Source: an optimization exercise on an open RTL-to-GDS flow (aim: a short achievable clock period and few clock cycles per item). Production flows keep margins and buffers that such runs may drop.
No activity file was given, so power comes from the tool's default toggle rates.

== juniper ==
==> flow/design.v <==
`timescale 1ns/100ps
module ks_add16
(
    input  logic [15:0] x,
    input  logic [15:0] y,
    output logic [15:0] s
);
    always_comb begin
        logic [15:0] g, p, gg, pp, ng, np;
        g  = x & y;
        p  = x ^ y;
        gg = g;
        pp = p;
        for (int l = 0; l < 4; l++) begin
            ng = gg;
            np = pp;
            for (int i = 0; i < 16; i++) begin
                if (i >= (1 << l)) begin
                    ng[i] = gg[i] | (pp[i] & gg[i - (1 << l)]);
                    np[i] = pp[i] & pp[i - (1 << l)];
                end
            end
            gg = ng;
            pp = np;
        end
        s = p ^ {gg[14:0], 1'b0};
    end
endmodule
module cpu_top
(
    input  logic        clk,
    input  logic        reset,
    input  logic [15:0] mem_rdata,
    output logic [15:0] mem_addr,
    output logic        mem_we,
    output logic [15:0] mem_wdata,
    output logic        halted
);
    logic [15:0] regs [8];
    logic        z;
    logic [15:0] ma;       
    logic [15:0] man;      
    logic [15:0] mai;
    logic        we;
    logic [15:0] wd;
    logic        ir_v;
    logic [2:0]  ir_rx;
    logic [15:0] ir_pc;    
    logic [15:0] opa;      
    logic [15:0] opb;      
    logic [15:0] opx;      
    logic [15:0] opy;      
    logic [15:0] imm;      
    logic        c_alu;    
    logic        c_cmp;
    logic        c_mov;
    logic        c_ldi;    
    logic        c_ldic;   
    logic        c_jmp;    
    logic        c_ld;
    logic        c_st;
    logic        f_add;     
    logic        f_sub;     
    logic        f_oth;     
    logic        f_not;
    logic        f_and;
    logic        f_or;
    logic        zs_eq;     
    logic        zs_ff;     
    logic        zs_one;    
    logic        zs_and;
    logic        zs_or;
    logic        zs_add;
    logic        dcyc;
    logic [15:0] ib;        
    logic [15:0] ra;        
    logic [15:0] ra1;       
    logic [15:0] ra2;       
    logic        stale;     
    logic        hlt;       
    logic        run;       
    typedef struct packed {
        logic       halt;
        logic [2:0] rx;
        logic [2:0] ry;
        logic       alu, cmp, mov, ldi, jmp, jz, jnz, ld, st;
        logic       arith, useb, inc, dec, sub, fnot, fand, f_or;
        logic       zeq, zff, zone, zand, zor, zadd;
    } dec_t;
    function automatic dec_t decode(input logic [15:0] w);
        dec_t d;
        logic [5:0] op;
        op = w[15:10];
        d = '0;
        d.rx   = w[9:7];
        d.ry   = w[6:4];
        d.halt = (op == 6'd0);
        d.alu  = (op == 6'd4) || (op == 6'd5) || (op == 6'd6) ||
                 (op == 6'd7) || (op == 6'd8)  || (op == 6'd9) ||
                 (op == 6'd10) || (op == 6'd12);
        d.cmp  = (op == 6'd16);
        d.mov  = (op == 6'd32);
        d.ldi  = (op == 6'd35);
        d.jmp  = (op == 6'd23);
        d.jz   = (op == 6'd24);
        d.jnz  = (op == 6'd25);
        d.ld   = (op == 6'd33);
        d.st   = (op == 6'd37);
        d.arith = (op == 6'd5) || (op == 6'd6) || (op == 6'd10) ||
                  (op == 6'd12) || (op == 6'd16);
        d.useb  = (op == 6'd10) || (op == 6'd12) || (op == 6'd16);
        d.inc   = (op == 6'd5);
        d.dec   = (op == 6'd6);
        d.sub   = (op == 6'd12) || (op == 6'd16);
        d.fnot  = (op == 6'd4);
        d.fand  = (op == 6'd7);
        d.f_or  = (op == 6'd8);
        d.zeq   = (op == 6'd12) || (op == 6'd16) || (op == 6'd9);
        d.zff   = (op == 6'd4) || (op == 6'd5);
        d.zone  = (op == 6'd6);
        d.zand  = (op == 6'd7);
        d.zor   = (op == 6'd8);
        d.zadd  = (op == 6'd10);
        decode = d;
    endfunction
    logic [15:0] sum, logic_res, other_res, alu_res;
    logic        z_new;
    ks_add16 u_add (
        .x (opx),
        .y (opy),
        .s (sum)
    );
    always_comb begin
        if (f_not)      logic_res = ~opa;
        else if (f_and) logic_res = opa & opb;
        else if (f_or)  logic_res = opa | opb;
        else            logic_res = opa ^ opb;
    end
    assign other_res = c_mov ? opb : (c_ldic ? imm : logic_res);
    assign alu_res   = ({16{f_add}} & sum) | ({16{f_sub}} & ~sum) | ({16{f_oth}} & other_res);
    assign z_new = (zs_eq  && (opa == opb)) ||
                   (zs_ff  && (opa == 16'hffff)) ||
                   (zs_one && (opa == 16'h0001)) ||
                   (zs_and && ((opa & opb) == 16'h0000)) ||
                   (zs_or  && ((opa | opb) == 16'h0000)) ||
                   (zs_add && ((opa ^ opb) == {opa[14:0] | opb[14:0], 1'b0}));
    localparam int XC_N = 8;
    localparam int XC_B = 3;
    logic [15:0]        xc_d [XC_N];
    logic [15-XC_B:0]   xc_t [XC_N];
    logic [XC_N-1:0]    xc_v;
    logic x1;           
    logic one_cyc;      
    logic load_rd;      
    logic load_ib;      
    logic load;
    dec_t nd;
    dec_t d_rd, d_ib;
    logic [15:0] la;    
    logic [15:0] ma1, ma2, la1, la2;
    logic        z_next;
    logic        n_jcc, n_hit;
    logic [15:0] n_xd;
    logic [XC_B-1:0] n_idx;
    assign x1      = ir_v && !dcyc;
    assign one_cyc = !(c_ldi || c_jmp || c_ld || c_st);
    assign load_rd = !dcyc && (!ir_v || one_cyc);
    assign load_ib = dcyc && !(c_st && stale);
    assign load    = load_rd || load_ib;
    assign d_rd    = decode(mem_rdata);
    assign d_ib    = decode(ib);
    assign nd      = dcyc ? d_ib : d_rd;
    assign mai     = ~man;
    assign ma1     = mai + 16'd1;
    assign ma2     = mai + 16'd2;
    assign la      = dcyc ? ra : mai;
    assign la1     = dcyc ? ra1 : ma1;
    assign la2     = dcyc ? ra2 : ma2;
    assign z_next  = (x1 && (c_alu || c_cmp)) ? z_new : z;
    logic        hit_ma;
    logic [15:0] xd_ma;
    logic        ra_hit;
    logic [15:0] ra_xd;
    assign n_idx   = mai[XC_B-1:0];
    assign hit_ma  = xc_v[n_idx] && (xc_t[n_idx] == mai[15:XC_B]);
    assign xd_ma   = xc_d[n_idx];
    assign n_hit   = dcyc ? ra_hit : hit_ma;
    assign n_xd    = dcyc ? ra_xd : xd_ma;
    assign n_jcc   = nd.jz || nd.jnz;
    logic        wr_alu;
    logic        wr_mem;
    assign wr_alu = x1 && (c_alu || c_mov || c_ldic);
    assign wr_mem = (x1 && c_ldi) || (dcyc && c_ld);
    always_ff @(posedge clk or posedge reset) begin
        if (reset) begin
            for (int i = 0; i < 8; i++) regs[i] <= 16'd0;
        end else if (run) begin
            for (int i = 0; i < 8; i++) begin
                if (wr_alu && ir_rx == 3'(i))
                    regs[i] <= alu_res;
                else if (wr_mem && ir_rx == 3'(i))
                    regs[i] <= mem_rdata;
            end
        end
    end
    logic [15:0] rd_a, rd_b;
    logic        fa_alu, fa_mem, fb_alu, fb_mem;
    assign fa_alu = wr_alu && ir_rx == nd.rx;
    assign fb_alu = wr_alu && ir_rx == nd.ry;
    assign fa_mem = wr_mem && ir_rx == nd.rx;
    assign fb_mem = wr_mem && ir_rx == nd.ry;
    assign rd_a = fa_alu ? alu_res : (fa_mem ? mem_rdata : regs[nd.rx]);
    assign rd_b = fb_alu ? alu_res : (fb_mem ? mem_rdata : regs[nd.ry]);
    logic [15:0] ma_j;      
    logic [15:0] ma_nj;     
    logic        sel_j;
    logic        taken;
    logic [15:0] ma_jt;
    logic [15:0] ma_d;
    assign sel_j = load && n_jcc;
    assign taken = z_next ^ nd.jnz;
    assign ma_jt = n_hit ? n_xd : la1;
    assign ma_d  = ({16{sel_j && taken}} & ma_jt) | ({16{sel_j && !taken}} & la2) |
                   ({16{!sel_j}} & ma_nj);
    always_comb begin
        if (load) begin
            if (nd.jmp && n_hit)
                ma_nj = n_xd;
            else if (nd.ldi && n_hit)
                ma_nj = la2;
            else
                ma_nj = la1;
        end else if (dcyc) begin
            ma_nj = ra;
        end else if (c_ldi) begin
            ma_nj = ma1;
        end else if (c_jmp) begin
            ma_nj = mem_rdata;
        end else if (c_ld) begin
            ma_nj = opb;
        end else begin
            ma_nj = opa;
        end
    end
    always_ff @(posedge clk or posedge reset) begin
        if (reset) begin
            z     <= 1'b0;
            ma    <= 16'h0000;
            man   <= ~16'h0000;
            we    <= 1'b0;
            ir_v  <= 1'b0;
            dcyc  <= 1'b0;
            hlt   <= 1'b0;
            run   <= 1'b1;
            xc_v  <= '0;
        end else if (run) begin
            if (x1 && (c_alu || c_cmp))
                z <= z_new;
            ma   <= ma_d;
            man  <= ~ma_d;
            we   <= x1 && c_st;
            dcyc <= x1 && (c_ld || c_st);
            if (load) begin
                ir_v <= !nd.halt && !(n_jcc && !(z_next ^ nd.jnz)) &&
                        !((nd.jmp || n_jcc) && (z_next ^ nd.jnz || nd.jmp) && n_hit);
                hlt  <= nd.halt;
                run  <= !nd.halt;
            end else begin
                ir_v <= 1'b0;
            end
            if (x1 && (c_ldi || c_jmp))
                xc_v[ir_pc[XC_B-1:0]] <= 1'b1;
            if (x1 && c_st)
                xc_v[opa[XC_B-1:0] - 1'b1] <= 1'b0;
        end
    end
    always_ff @(posedge clk) begin
        if (load) begin
            ir_rx   <= nd.rx;
            ir_pc   <= la;
            opa     <= rd_a;
            opb     <= rd_b;
            opx     <= rd_a ^ {16{nd.sub}};
            opy     <= nd.useb ? rd_b : {{15{nd.dec}}, nd.dec | nd.inc};
            imm     <= n_xd;
            c_alu   <= nd.alu;
            c_cmp   <= nd.cmp;
            c_mov   <= nd.mov;
            c_ldi   <= nd.ldi && !n_hit;
            c_ldic  <= nd.ldi && n_hit;
            c_jmp   <= nd.jmp || n_jcc;
            c_ld    <= nd.ld;
            c_st    <= nd.st;
            f_add   <= nd.arith && !nd.sub;
            f_sub   <= nd.sub;
            f_oth   <= !nd.arith;
            f_not   <= nd.fnot;
            f_and   <= nd.fand;
            f_or    <= nd.f_or;
            zs_eq   <= nd.zeq;
            zs_ff   <= nd.zff;
            zs_one  <= nd.zone;
            zs_and  <= nd.zand;
            zs_or   <= nd.zor;
            zs_add  <= nd.zadd;
        end
        if (x1 && (c_ld || c_st)) begin
            ib    <= mem_rdata;
            ra    <= mai;
            ra1   <= ma1;
            ra2   <= ma2;
            stale <= (opa == mai);
            ra_xd <= xd_ma;
            ra_hit <= hit_ma && !(c_st && (opa[XC_B-1:0] - 1'b1) == n_idx);
        end
        if (x1 && c_st)
            wd <= opb;
        if (run && x1 && (c_ldi || c_jmp)) begin
            xc_d[ir_pc[XC_B-1:0]] <= mem_rdata;
            xc_t[ir_pc[XC_B-1:0]] <= ir_pc[15:XC_B];
        end
    end
    assign mem_addr  = ma;
    assign mem_we    = we;
    assign mem_wdata = wd;
    assign halted    = hlt;
endmodule
Settings: LEC_CHECK=0, CAP_MARGIN=20, CORE_MARGIN=2, CORE_UTILIZATION=40, SETUP_SLACK_MARGIN=5, SLEW_MARGIN=20, SYNTH_HIERARCHICAL=1; clock period 8.0 ns.
run.sh (not shown) runs the stock make flow with config.mk's settings and CLKGATE_MAP_FILE= SYNTH_SCRIPT=/design/flow/synth_recipe.tcl, a recipe that flattens the netlist after the stock synthesis.
diff inputs: juniper => ember
diff --git a/flow/design.v b/flow/design.v
--- a/flow/design.v
+++ b/flow/design.v
@@ -195,5 +195,5 @@
         if (reset) begin
             for (int i = 0; i < 8; i++) regs[i] <= 16'd0;
-        end else if (run) begin
+        end else begin
             for (int i = 0; i < 8; i++) begin
                 if (wr_alu && ir_rx == 3'(i))
@@ -254,16 +254,18 @@
             run   <= 1'b1;
             xc_v  <= '0;
-        end else if (run) begin
+        end else begin
             if (x1 && (c_alu || c_cmp))
                 z <= z_new;
             ma   <= ma_d;
             man  <= ~ma_d;
-            we   <= x1 && c_st;
+            we   <= x1 && c_st && run;
             dcyc <= x1 && (c_ld || c_st);
             if (load) begin
                 ir_v <= !nd.halt && !(n_jcc && !(z_next ^ nd.jnz)) &&
                         !((nd.jmp || n_jcc) && (z_next ^ nd.jnz || nd.jmp) && n_hit);
-                hlt  <= nd.halt;
-                run  <= !nd.halt;
+                if (nd.halt) begin
+                    hlt <= 1'b1;
+                    run <= 1'b0;
+                end
             end else begin
                 ir_v <= 1'b0;
@@ -316,5 +318,5 @@
         if (x1 && c_st)
             wd <= opb;
-        if (run && x1 && (c_ldi || c_jmp)) begin
+        if (x1 && (c_ldi || c_jmp)) begin
             xc_d[ir_pc[XC_B-1:0]] <= mem_rdata;
             xc_t[ir_pc[XC_B-1:0]] <= ir_pc[15:XC_B];
### Flow results
Summary: clock period minus worst slack, ember better than juniper. ember vs juniper: clock network fraction of design power down. Diff juniper and ember: layout cell share with drive strength beyond 1 lower in juniper. ember vs juniper: count of cells resized by post-cts repair down by more than 10%. | multi-input combinational area share | ember vs juniper | ≈ equal |.
No functional check of the RTL was part of any run of this note.

-- separate check: timing with driven ports --
No port has a modelled driver above. Below, the same layouts with a new extraction and two added sets of constraints. Step 1 sets driving cells, clkbuf_16 on the clock port and buf_2 on the other inputs (assumed; they add their load-dependent delay and slew). Step 2 adds t to the input delays and takes it off the output delays; t is the mean of the earliest and latest rising clock arrival at the registers after step 1. Input paths then give back, and output paths get back, about the clock's delay inside the block. Slacks: ideal / step 1 / step 2; pairs: ideal / step 1.
| run | t, ns | setup slack, ns | worst data-port slew with drivers (ns) |
|---|---|---|---|
| juniper | 0.695 | 4.252 / 4.252 / 3.623 | 0.14 |
| ember | 0.694 | 4.462 / 4.462 / 3.929 | 0.10 |
After both steps setup and hold are still met in every run listed. The setup slack of juniper, which loses most, moves by 0.000 ns with the drivers and by -0.629 ns with both steps.
